This is an optimization exercise on Yosys and OpenROAD, whose aim is small area, a short achievable clock period and few clock cycles, not a production implementation.
Function was checked by simulation only, so behaviour that the tests miss may differ from the original.
Power is estimated from default activity; no workload was simulated.

$ cat flow/config.mk
export PLATFORM = sky130hd
export DESIGN_NAME = cluster_feature_top
export DESIGN_NICKNAME = cluster_feature_top
export VERILOG_FILES = /design/flow/design.v
export SDC_FILE = /design/flow/constraint.sdc
export NUM_CORES = 4
export LEC_CHECK = 0
export CAP_MARGIN = 20
export CORE_MARGIN = 2
export CORE_UTILIZATION = 40
export SLEW_MARGIN = 20
$ cat flow/constraint.sdc
create_clock -name core_clock -period 10.0 [get_ports {clk}]
set_input_delay 2.0000 -clock core_clock [delete_from_list [all_inputs] [get_ports {clk}]]
set_output_delay 2.0000 -clock core_clock [all_outputs]
set_load 0.01 [all_outputs]
$ cat flow/design.v
package cluster_feature_pkg;
    localparam int COORD_BITS       = 5;                         
    localparam int LABEL_BITS       = 6;                         
    localparam int NUM_BANKS        = 4;
    localparam int BANK_SEL_BITS    = $clog2(NUM_BANKS);         
    localparam int INDEX_BITS       = LABEL_BITS - BANK_SEL_BITS;
    localparam int BANK_DEPTH       = 1 << INDEX_BITS;
    localparam int SIZE_BITS        = 12;                        
    localparam int MIN_CLUSTER_SIZE = 8;
    localparam int COUNT_BITS       = 7;
    typedef enum logic [1:0] {
        OP_IDLE  = 2'd0,
        OP_ADD   = 2'd1,
        OP_CLEAR = 2'd2
    } bank_op_e;
    typedef struct packed {
        logic                  last;    
        logic [LABEL_BITS-1:0] label;
        logic [COORD_BITS-1:0] x;
        logic [COORD_BITS-1:0] y;
        logic [COORD_BITS-1:0] z;
    } voxel_t;
    typedef struct packed {
        bank_op_e              op;
        logic [INDEX_BITS-1:0] index;   
        logic [COORD_BITS-1:0] x;
        logic [COORD_BITS-1:0] y;
        logic [COORD_BITS-1:0] z;
    } bank_cmd_t;
    typedef struct packed {
        logic [SIZE_BITS-1:0]  size;
        logic [COORD_BITS-1:0] min_x;
        logic [COORD_BITS-1:0] max_x;
        logic [COORD_BITS-1:0] min_y;
        logic [COORD_BITS-1:0] max_y;
        logic [COORD_BITS-1:0] min_z;
        logic [COORD_BITS-1:0] max_z;
    } cluster_stats_t;
    typedef struct packed {
        logic                  found;           
        logic [COUNT_BITS-1:0] cluster_count;
        logic [SIZE_BITS-1:0]  size;            
        logic [COORD_BITS-1:0] centroid_x;
        logic [COORD_BITS-1:0] centroid_y;
        logic [COORD_BITS-1:0] centroid_z;
        logic [COORD_BITS-1:0] dim_x;
        logic [COORD_BITS-1:0] dim_y;
        logic [COORD_BITS-1:0] dim_z;
    } feature_t;
    localparam int CMD_W   = 2 + INDEX_BITS + 3 * COORD_BITS;
    localparam int STATS_W = SIZE_BITS + 6 * COORD_BITS;
endpackage
`timescale 1ns/1ps
module voxel_dispatch (
    input  logic                              clk,
    input  logic                              rst_n,
    input  logic                              voxel_valid,
    output logic                              voxel_ready,
    input  cluster_feature_pkg::voxel_t       voxel,
    input  logic                              result_taken,
    output logic [cluster_feature_pkg::NUM_BANKS*cluster_feature_pkg::CMD_W-1:0] bank_cmd,   
    output logic                              scan_start
);
    typedef enum logic [1:0] {
        ACCUMULATE,
        WAIT_RESULT,
        CLEAR
    } dispatch_state_e;
    dispatch_state_e                           state;
    logic                                      accept;
    logic                                      last_cmd;    
    cluster_feature_pkg::bank_op_e [cluster_feature_pkg::NUM_BANKS-1:0] op_q;
    logic [cluster_feature_pkg::INDEX_BITS-1:0] cmd_index;
    logic [cluster_feature_pkg::COORD_BITS-1:0] cmd_x;
    logic [cluster_feature_pkg::COORD_BITS-1:0] cmd_y;
    logic [cluster_feature_pkg::COORD_BITS-1:0] cmd_z;
    assign voxel_ready = (state != WAIT_RESULT);
    assign accept      = voxel_valid && voxel_ready;
    always_ff @(posedge clk or negedge rst_n) begin
        if (!rst_n) begin
            state <= ACCUMULATE;
        end else begin
            case (state)
                ACCUMULATE, CLEAR: state <= (accept && voxel.last) ? WAIT_RESULT : ACCUMULATE;
                WAIT_RESULT:       if (result_taken) state <= CLEAR;
                default:           state <= ACCUMULATE;
            endcase
        end
    end
    always_ff @(posedge clk or negedge rst_n) begin
        if (!rst_n) begin
            for (int b = 0; b < cluster_feature_pkg::NUM_BANKS; b++) begin
                op_q[b] <= cluster_feature_pkg::OP_IDLE;
            end
            last_cmd   <= 1'b0;
            scan_start <= 1'b0;
        end else begin
            last_cmd   <= accept && voxel.last;
            scan_start <= last_cmd;                  
            for (int b = 0; b < cluster_feature_pkg::NUM_BANKS; b++) begin
                op_q[b] <= cluster_feature_pkg::OP_IDLE;
            end
            if (accept && voxel.label != '0) begin
                op_q[voxel.label[cluster_feature_pkg::BANK_SEL_BITS-1:0]] <=
                    cluster_feature_pkg::OP_ADD;
            end
            if (state == WAIT_RESULT && result_taken) begin
                for (int b = 0; b < cluster_feature_pkg::NUM_BANKS; b++) begin
                    op_q[b] <= cluster_feature_pkg::OP_CLEAR;
                end
            end
        end
    end
    always_ff @(posedge clk) begin
        if (accept) begin
            cmd_index <= voxel.label[cluster_feature_pkg::LABEL_BITS-1:
                                     cluster_feature_pkg::BANK_SEL_BITS];
            cmd_x     <= voxel.x;
            cmd_y     <= voxel.y;
            cmd_z     <= voxel.z;
        end
    end
    always_comb begin
        for (int b = 0; b < cluster_feature_pkg::NUM_BANKS; b++) begin
            bank_cmd[b*cluster_feature_pkg::CMD_W +: cluster_feature_pkg::CMD_W] =
                {op_q[b], cmd_index, cmd_x, cmd_y, cmd_z};
        end
    end
endmodule
`timescale 1ns/1ps
module cluster_bank (
    input  logic                                   clk,
    input  logic                                   rst_n,
    input  cluster_feature_pkg::bank_cmd_t         cmd,
    input  logic [cluster_feature_pkg::INDEX_BITS-1:0] scan_index,
    output cluster_feature_pkg::cluster_stats_t    scan_entry
);
    logic [cluster_feature_pkg::BANK_DEPTH-1:0] entry_used;     
    logic [cluster_feature_pkg::STATS_W-1:0]    entry_mem [0:cluster_feature_pkg::BANK_DEPTH-1];   
    cluster_feature_pkg::cluster_stats_t        cur_entry;
    cluster_feature_pkg::cluster_stats_t        upd_entry;
    function automatic logic [cluster_feature_pkg::COORD_BITS-1:0] coord_min(
        input logic [cluster_feature_pkg::COORD_BITS-1:0] a,
        input logic [cluster_feature_pkg::COORD_BITS-1:0] b
    );
        coord_min = (a < b) ? a : b;
    endfunction
    function automatic logic [cluster_feature_pkg::COORD_BITS-1:0] coord_max(
        input logic [cluster_feature_pkg::COORD_BITS-1:0] a,
        input logic [cluster_feature_pkg::COORD_BITS-1:0] b
    );
        coord_max = (a > b) ? a : b;
    endfunction
    always_comb begin
        cur_entry = entry_mem[cmd.index];
        upd_entry = cur_entry;
        if (!entry_used[cmd.index]) begin
            upd_entry.size  = (cluster_feature_pkg::SIZE_BITS)'(1);
            upd_entry.min_x = cmd.x;
            upd_entry.max_x = cmd.x;
            upd_entry.min_y = cmd.y;
            upd_entry.max_y = cmd.y;
            upd_entry.min_z = cmd.z;
            upd_entry.max_z = cmd.z;
        end else begin
            if (cur_entry.size != '1) upd_entry.size = cur_entry.size + 1'b1;   
            upd_entry.min_x = coord_min(cmd.x, cur_entry.min_x);
            upd_entry.max_x = coord_max(cmd.x, cur_entry.max_x);
            upd_entry.min_y = coord_min(cmd.y, cur_entry.min_y);
            upd_entry.max_y = coord_max(cmd.y, cur_entry.max_y);
            upd_entry.min_z = coord_min(cmd.z, cur_entry.min_z);
            upd_entry.max_z = coord_max(cmd.z, cur_entry.max_z);
        end
    end
    always_ff @(posedge clk or negedge rst_n) begin
        if (!rst_n) begin
            entry_used <= '0;
        end else begin
            case (cmd.op)
                cluster_feature_pkg::OP_ADD:   entry_used[cmd.index] <= 1'b1;
                cluster_feature_pkg::OP_CLEAR: entry_used <= '0;
                default:                       entry_used <= entry_used;
            endcase
        end
    end
    always_ff @(posedge clk) begin
        if (cmd.op == cluster_feature_pkg::OP_ADD) begin
            entry_mem[cmd.index] <= upd_entry;
        end
    end
    assign scan_entry = entry_used[scan_index] ? entry_mem[scan_index] : '0;
endmodule
`timescale 1ns/1ps
module cluster_select (
    input  logic                                   clk,
    input  logic                                   rst_n,
    input  logic                                   scan_start,
    output logic [cluster_feature_pkg::INDEX_BITS-1:0] scan_index,
    input  logic [cluster_feature_pkg::NUM_BANKS*cluster_feature_pkg::STATS_W-1:0] scan_entry,   
    output logic                                   result_valid,
    output cluster_feature_pkg::feature_t          result,
    output cluster_feature_pkg::cluster_stats_t    best
);
    logic                                       scanning;
    logic [cluster_feature_pkg::COUNT_BITS-1:0] count_q;
    logic [cluster_feature_pkg::COUNT_BITS-1:0] count_next;
    cluster_feature_pkg::cluster_stats_t        best_q;
    cluster_feature_pkg::cluster_stats_t        best_next;
    cluster_feature_pkg::cluster_stats_t        cand;
    always_comb begin
        count_next = count_q;
        best_next  = best_q;
        cand       = '0;
        for (int b = 0; b < cluster_feature_pkg::NUM_BANKS; b++) begin
            cand = scan_entry[b*cluster_feature_pkg::STATS_W +: cluster_feature_pkg::STATS_W];
            if (cand.size >= cluster_feature_pkg::MIN_CLUSTER_SIZE) begin
                count_next = count_next + 1'b1;
                if (cand.size > best_next.size) begin
                    best_next = cand;
                end
            end
        end
    end
    always_ff @(posedge clk or negedge rst_n) begin
        if (!rst_n) begin
            scanning     <= 1'b0;
            scan_index   <= '0;
            count_q      <= '0;
            best_q       <= '0;
            result_valid <= 1'b0;
        end else begin
            result_valid <= 1'b0;
            if (scan_start) begin
                scanning   <= 1'b1;
                scan_index <= '0;
                count_q    <= '0;
                best_q     <= '0;
            end else if (scanning) begin
                count_q    <= count_next;
                best_q     <= best_next;
                scan_index <= scan_index + 1'b1;         
                if (scan_index == cluster_feature_pkg::BANK_DEPTH - 1) begin
                    scanning     <= 1'b0;
                    result_valid <= 1'b1;
                end
            end
        end
    end
    assign best = best_q;
    always_comb begin
        result               = '0;                       
        result.found         = (count_q != '0);
        result.cluster_count = count_q;
        result.size          = best_q.size;
    end
endmodule
`timescale 1ns/1ps
module feature_encoder (
    input  logic                                clk,
    input  logic                                rst_n,
    input  logic                                result_valid,
    input  cluster_feature_pkg::feature_t       result,
    input  cluster_feature_pkg::cluster_stats_t best,
    output logic                                feature_valid,
    input  logic                                feature_ready,
    output cluster_feature_pkg::feature_t       feature,
    output logic                                result_taken
);
    cluster_feature_pkg::feature_t rec_next;
    function automatic logic [cluster_feature_pkg::COORD_BITS-1:0] midpoint(
        input logic [cluster_feature_pkg::COORD_BITS-1:0] lo,
        input logic [cluster_feature_pkg::COORD_BITS-1:0] hi
    );
        logic [cluster_feature_pkg::COORD_BITS:0] sum;
        sum = {1'b0, lo} + {1'b0, hi};
        midpoint = sum[cluster_feature_pkg::COORD_BITS:1];
    endfunction
    always_comb begin
        rec_next = result;
        if (result.found) begin
            rec_next.centroid_x = midpoint(best.min_x, best.max_x);
            rec_next.centroid_y = midpoint(best.min_y, best.max_y);
            rec_next.centroid_z = midpoint(best.min_z, best.max_z);
            rec_next.dim_x      = best.max_x - best.min_x;      
            rec_next.dim_y      = best.max_y - best.min_y;
            rec_next.dim_z      = best.max_z - best.min_z;
        end
    end
    assign result_taken = feature_valid && feature_ready;
    always_ff @(posedge clk or negedge rst_n) begin
        if (!rst_n) begin
            feature_valid <= 1'b0;
        end else if (result_valid) begin
            feature_valid <= 1'b1;
        end else if (result_taken) begin
            feature_valid <= 1'b0;                          
        end
    end
    always_ff @(posedge clk) begin
        if (result_valid) feature <= rec_next;
    end
endmodule
`timescale 1ns/1ps
module cluster_feature_top (
    input  logic                          clk,
    input  logic                          rst_n,
    input  logic                          voxel_valid,
    output logic                          voxel_ready,
    input  logic [21:0]                   voxel,       
    output logic                          feature_valid,
    input  logic                          feature_ready,
    output logic [49:0]                   feature      
);
    logic [cluster_feature_pkg::NUM_BANKS*cluster_feature_pkg::CMD_W-1:0]   bank_cmd;
    logic [cluster_feature_pkg::NUM_BANKS*cluster_feature_pkg::STATS_W-1:0] scan_entry;
    logic [cluster_feature_pkg::INDEX_BITS-1:0] scan_index;
    logic                                       scan_start;
    logic                                       result_valid;
    logic                                       result_taken;
    cluster_feature_pkg::feature_t              result;
    cluster_feature_pkg::cluster_stats_t        best;
    voxel_dispatch dispatch_i (
        .clk          (clk),
        .rst_n        (rst_n),
        .voxel_valid  (voxel_valid),
        .voxel_ready  (voxel_ready),
        .voxel        (voxel),
        .result_taken (result_taken),
        .bank_cmd     (bank_cmd),
        .scan_start   (scan_start)
    );
    for (genvar g = 0; g < cluster_feature_pkg::NUM_BANKS; g++) begin : g_bank
        cluster_bank bank_i (
            .clk        (clk),
            .rst_n      (rst_n),
            .cmd        (bank_cmd[g*cluster_feature_pkg::CMD_W +: cluster_feature_pkg::CMD_W]),
            .scan_index (scan_index),
            .scan_entry (scan_entry[g*cluster_feature_pkg::STATS_W +: cluster_feature_pkg::STATS_W])
        );
    end
    cluster_select select_i (
        .clk          (clk),
        .rst_n        (rst_n),
        .scan_start   (scan_start),
        .scan_index   (scan_index),
        .scan_entry   (scan_entry),
        .result_valid (result_valid),
        .result       (result),
        .best         (best)
    );
    feature_encoder encoder_i (
        .clk           (clk),
        .rst_n         (rst_n),
        .result_valid  (result_valid),
        .result        (result),
        .best          (best),
        .feature_valid (feature_valid),
        .feature_ready (feature_ready),
        .feature       (feature),
        .result_taken  (result_taken)
    );
endmodule
$ cat flow/run.sh
#!/bin/bash
# synth_recipe.tcl (not shown) runs the flow's synth.tcl, then flattens the netlist and writes it again
# the make line also repeats each setting of config.mk as NAME=value (left out here)
make -C /OpenROAD-flow-scripts/flow DESIGN_CONFIG=/design/flow/config.mk WORK_HOME=/design/flow/orfs CLKGATE_MAP_FILE= SYNTH_SCRIPT=/design/flow/synth_recipe.tcl finish
==> notes.md <==
-- state kept, by name (all words and copies together), names as in the netlist, 5 cells and up, named ones only --
register and cells:
dispatch_i.cmd_x 5, dispatch_i.cmd_y 5, dispatch_i.cmd_z 5, dispatch_i.op_q 5, encoder_i.feature 50, g_bank.bank_i.entry_mem 2688, g_bank.bank_i.entry_used 64, select_i.best_q 42
select_i.count_q 7
-- routing by layer --
| metal | GRT usage | part of all wire | vias to the layer above |
|---|---|---|---|
| li1 | - | - | 31100 |
| met1 | 0.328 | 0.39 | 42400 |
| met2 | 0.377 | 0.48 | 3680 |
| met3 | 0.0442 | 0.089 | 770 |
| met4 | 0.0834 | 0.040 | 12 |
| met5 | 0 | 0.00019 | - |
-- timing repair --
item                                    in CTS  in global routing
endpoints found under the setup margin       2                 42
pin swaps                                    1                  1
setup buffers                                4                  5
resized for setup                            0                 16
-- through the flow --
| stage | hold WS, ns | util | instances |
|---|---|---|---|
| finish | 0.378 | 0.452 | 12300 |
| global route | 0.383 | 0.452 | 12300 |
| global placement | 0.364 | 0.422 | 11700 |
| floorplan | 0.331 | - | 7245 |
| detailed placement | 0.340 | 0.422 | 11700 |
| CTS | 0.376 | 0.451 | 12300 |
-- power breakdown --
group | leakage [nW] | internal (mW) | switching (mW) | total (mW)
clock | 4.98 | 6.71 | 4.92 | 11.6
combinational | 18.0 | 0.00901 | 0.0149 | 0.0239
sequential | 26.8 | 13.1 | 0 | 13.1
total | 49.8 | 19.8 | 4.93 | 24.7
-- path summary, 6_finish.rpt --
kind / start / to / slack (ns) / cells past startpoint
hold reg to reg: dispatch_i.last_cmd$_DFF_PN0_ / dispatch_i.scan_start$_DFF_PN0_ / 0.38 / 0
min in group asynchronous: rst_n / encoder_i.feature_valid$_DFFE_PN0P_ / 1.08 / 1
setup reg to reg: select_i.scan_index[0]$_DFFE_PN0P_ / select_i.best_q[7]$_DFFE_PN0P_ / 0.49 / 41
setup / recovery: select_i.scan_index[0]$_DFFE_PN0P_ / select_i.best_q[7]$_DFFE_PN0P_ / 0.49 / 41
max in group asynchronous: rst_n / select_i.scan_index[0]$_DFFE_PN0P_ / 7.38 / 2
hold / removal: dispatch_i.last_cmd$_DFF_PN0_ / dispatch_i.scan_start$_DFF_PN0_ / 0.38 / 0
-- kinds of logic (layout without fill, tap and decap cells) --
family	count (synthesis)	count (layout)	synth area share
AOI/OAI and AO/OA	585	585	0.0264
xor gates and xnor gates	62	62	0.00421
adders and majority gates	212	212	0.0193
buffers and inverters	676	1107	0.0202
DFF	2890	2890	0.615
muxes	1855	1855	0.283
other	0	6	0
and+or+nand+nor	965	965	0.0315
-- cell usage after synthesis (113+ instances only) --
library cell  count
mux4_2         1654
ha_1            206
edfxtp_1       2757
clkbuf_1        273
buf_2           113
a21oi_1         167
inv_1           180
o21ai_0         148
dfrtp_1         129
nand2_1         283
mux2_2          119
nor2_1          351
-- layout make-up --
class | count | share of cell area
multi-input combinational | 3679 | 0.327
inverter | 181 | 0.00436
sequential | 2890 | 0.547
timing repair buffer | 355 | 0.0198
tap | 4599 | 0.0365
clock inverter | 180 | 0.0115
clock buffer | 391 | 0.0532
antenna | 6 | 0.0000954
==> key figures <==
Run status
  • Outcome: timing/DRC/antenna clean

Timing
  • Final hold viol count: 0
  • Clock skew: roughly 0.039 ns
  • Tcrit/Tclk final: 0.951
  • Max-slew violation count: 0
  • Max frequency: 0.105 GHz
  • Setup WS post-layout: around 0.5 ns
  • Final setup fails: 0
  • Final Critical Period: 9.51 ns
  • Fin Setup TNS: 0 ns
  • Worst slew pin tran: 1.14 ns
  • Slew headroom: 0.240

Drt
  • DRT Pass-1 Iters: 5
  • Routed length per placed instance: 34.3 µm
  • Post-Route WL: around 420 mm
  • Vias: 78,000
  • Post-route DRC: 0
  • Number of vias per cell: 6.35
  • Final ANT Viol Nets: 0
  • Initial DRC Count: 9,238

Place
  • RePlAce Congestion: 0.908
  • Buffers added on ports: slightly below 80
  • Hpwl dp: between 200 and 250 mm
  • Dpl ws: 0.0448 ns
  • Placed cell area: about 0.15 mm²

Global route
  • Grt total ovfl: 0
  • First-pass GRT wire length: 603 mm
  • Largest net degree at the start of global routing: 125
  • Gr usage total: 0.237
  • Antenna violations before repair: 27
  • Vias in the first global route: 80,600

Synthesis
  • Largest cells by area after synthesis: edfxtp_1 (59%), mux4_2 (27%), dfrtp_1 (2.3%), ha_1 (1.8%), mux2_2 (0.96%)
  • Syn avg cell area: between 15 and 20 µm²
  • Synth top area share: 0.592
  • Synth Warn #: 4
  • FFs w/ async S/R, synth: 0.0446
  • Gate Count Post-Synth: 7,245
  • Cell Area, Synth: around 0.14 mm²
  • Unique masters post-synth: 82
  • Syn Nets: 7,483
  • Number of enable flip-flop cells after synthesis: between 2,000 and 3,000
  • Register area share after synthesis: 0.615
  • Cell taking the most area after synthesis: edfxtp_1
  • Yosys reg bits: just under 3,000
  • Ys flop type: edfxtp_1

Worst setup path
  • Data required, critical path: 10.83 ns
  • Crit-path slowest cell: dfrtp_4
  • CP max FO: 74
  • Cell family with most CP delay: compound AO/OA/AOI/OAI gates
  • Critical Path AT: slightly above 10 ns
  • Setup crit end kind: flop
  • WP buf/inv: 8
  • Slowest stage delay, CP: 0.52 ns
  • Worst setup SP type: flop
  • Crit Path Class: reg2reg

Power and ir drop
  • Lkg Pwr: between 40 and 50 nW
  • Power Density: 157 mW/mm²
  • Total Power: 24.7 mW
  • Worst VDD drop: 117 µV

Die
  • Num rows: 217
  • Core footprint: 0.349 mm²
  • Die W: 595 µm
  • Initial core utilization: 0.401
  • # IOs: 78
  • Chip Height: approximately 600 µm
  • Die ar.: 0.354 mm²

Final layout
  • Footprint of the multi-input gates: 0.0516 mm²
  • Area Overhead vs Synth: 12.6%
  • Fill count: between 20,000 and 30,000
  • Most common cell after layout, fill and taps aside: edfxtp_1
  • # nets final: ~7,700
  • Commonest non-fill, non-tap cells in the layout: edfxtp_1 (2,757), mux4_2 (1,654), clkbuf_16 (323), nor2_1 (291), nand2_1 (282)
  • Fraction of layout cells with a size suffix above 1: 0.342
  • Sequential Area: 0.0861 mm²
  • Final Instance Area: 0.157 mm²

CTS
  • Clock sink count: slightly below 3,000
  • TritonCTS clock tree: done
  • Clk latency of the worst-skew pair: 0.93 ns
  • H-tree depth: 5
  • Clock Tree Buf Depth: 4
  • CTS Buf Count: about 320
  • Root buffer cell: clkbuf_16
  • Clock transition at the registers of the reported paths: 0.06 ns
  • Hold_buf cts: 0

Min path
  • Min-delay worst type: reg2reg

Job
  • Max-Cap Viols: 0
Testbench counts, summed over its fixed seeds: cycles 14,839.

[re-timing with driven ports]
No port has a modelled driver above. Below, the same layout with a new extraction and two added sets of constraints.
Step 1 (the two cells are an assumption about what drives the block):
set clk [get_ports {clk}]
set_driving_cell -lib_cell sky130_fd_sc_hd__clkbuf_16 $clk
set_driving_cell -lib_cell sky130_fd_sc_hd__buf_2 [delete_from_list [all_inputs] $clk]
Step 2, shift: input delay + t, output delay - t, t = (earliest + latest rising clock arrival at the registers) / 2. This alone moves slack from input paths to output paths.
Three values: ideal ports, drivers, drivers and shift; two values: the first two.
shift t [ns]: 1.017
setup slack, ns: 0.491 / 0.491 / 0.491
slew at the worst register clock pin (ns): 0.07 / 0.07
worst data-port slew with drivers (ns): 0.05
After both steps this run still meets setup and hold. The setup slack of this run moves by 0.000 ns with the drivers and by 0.000 ns with both steps.
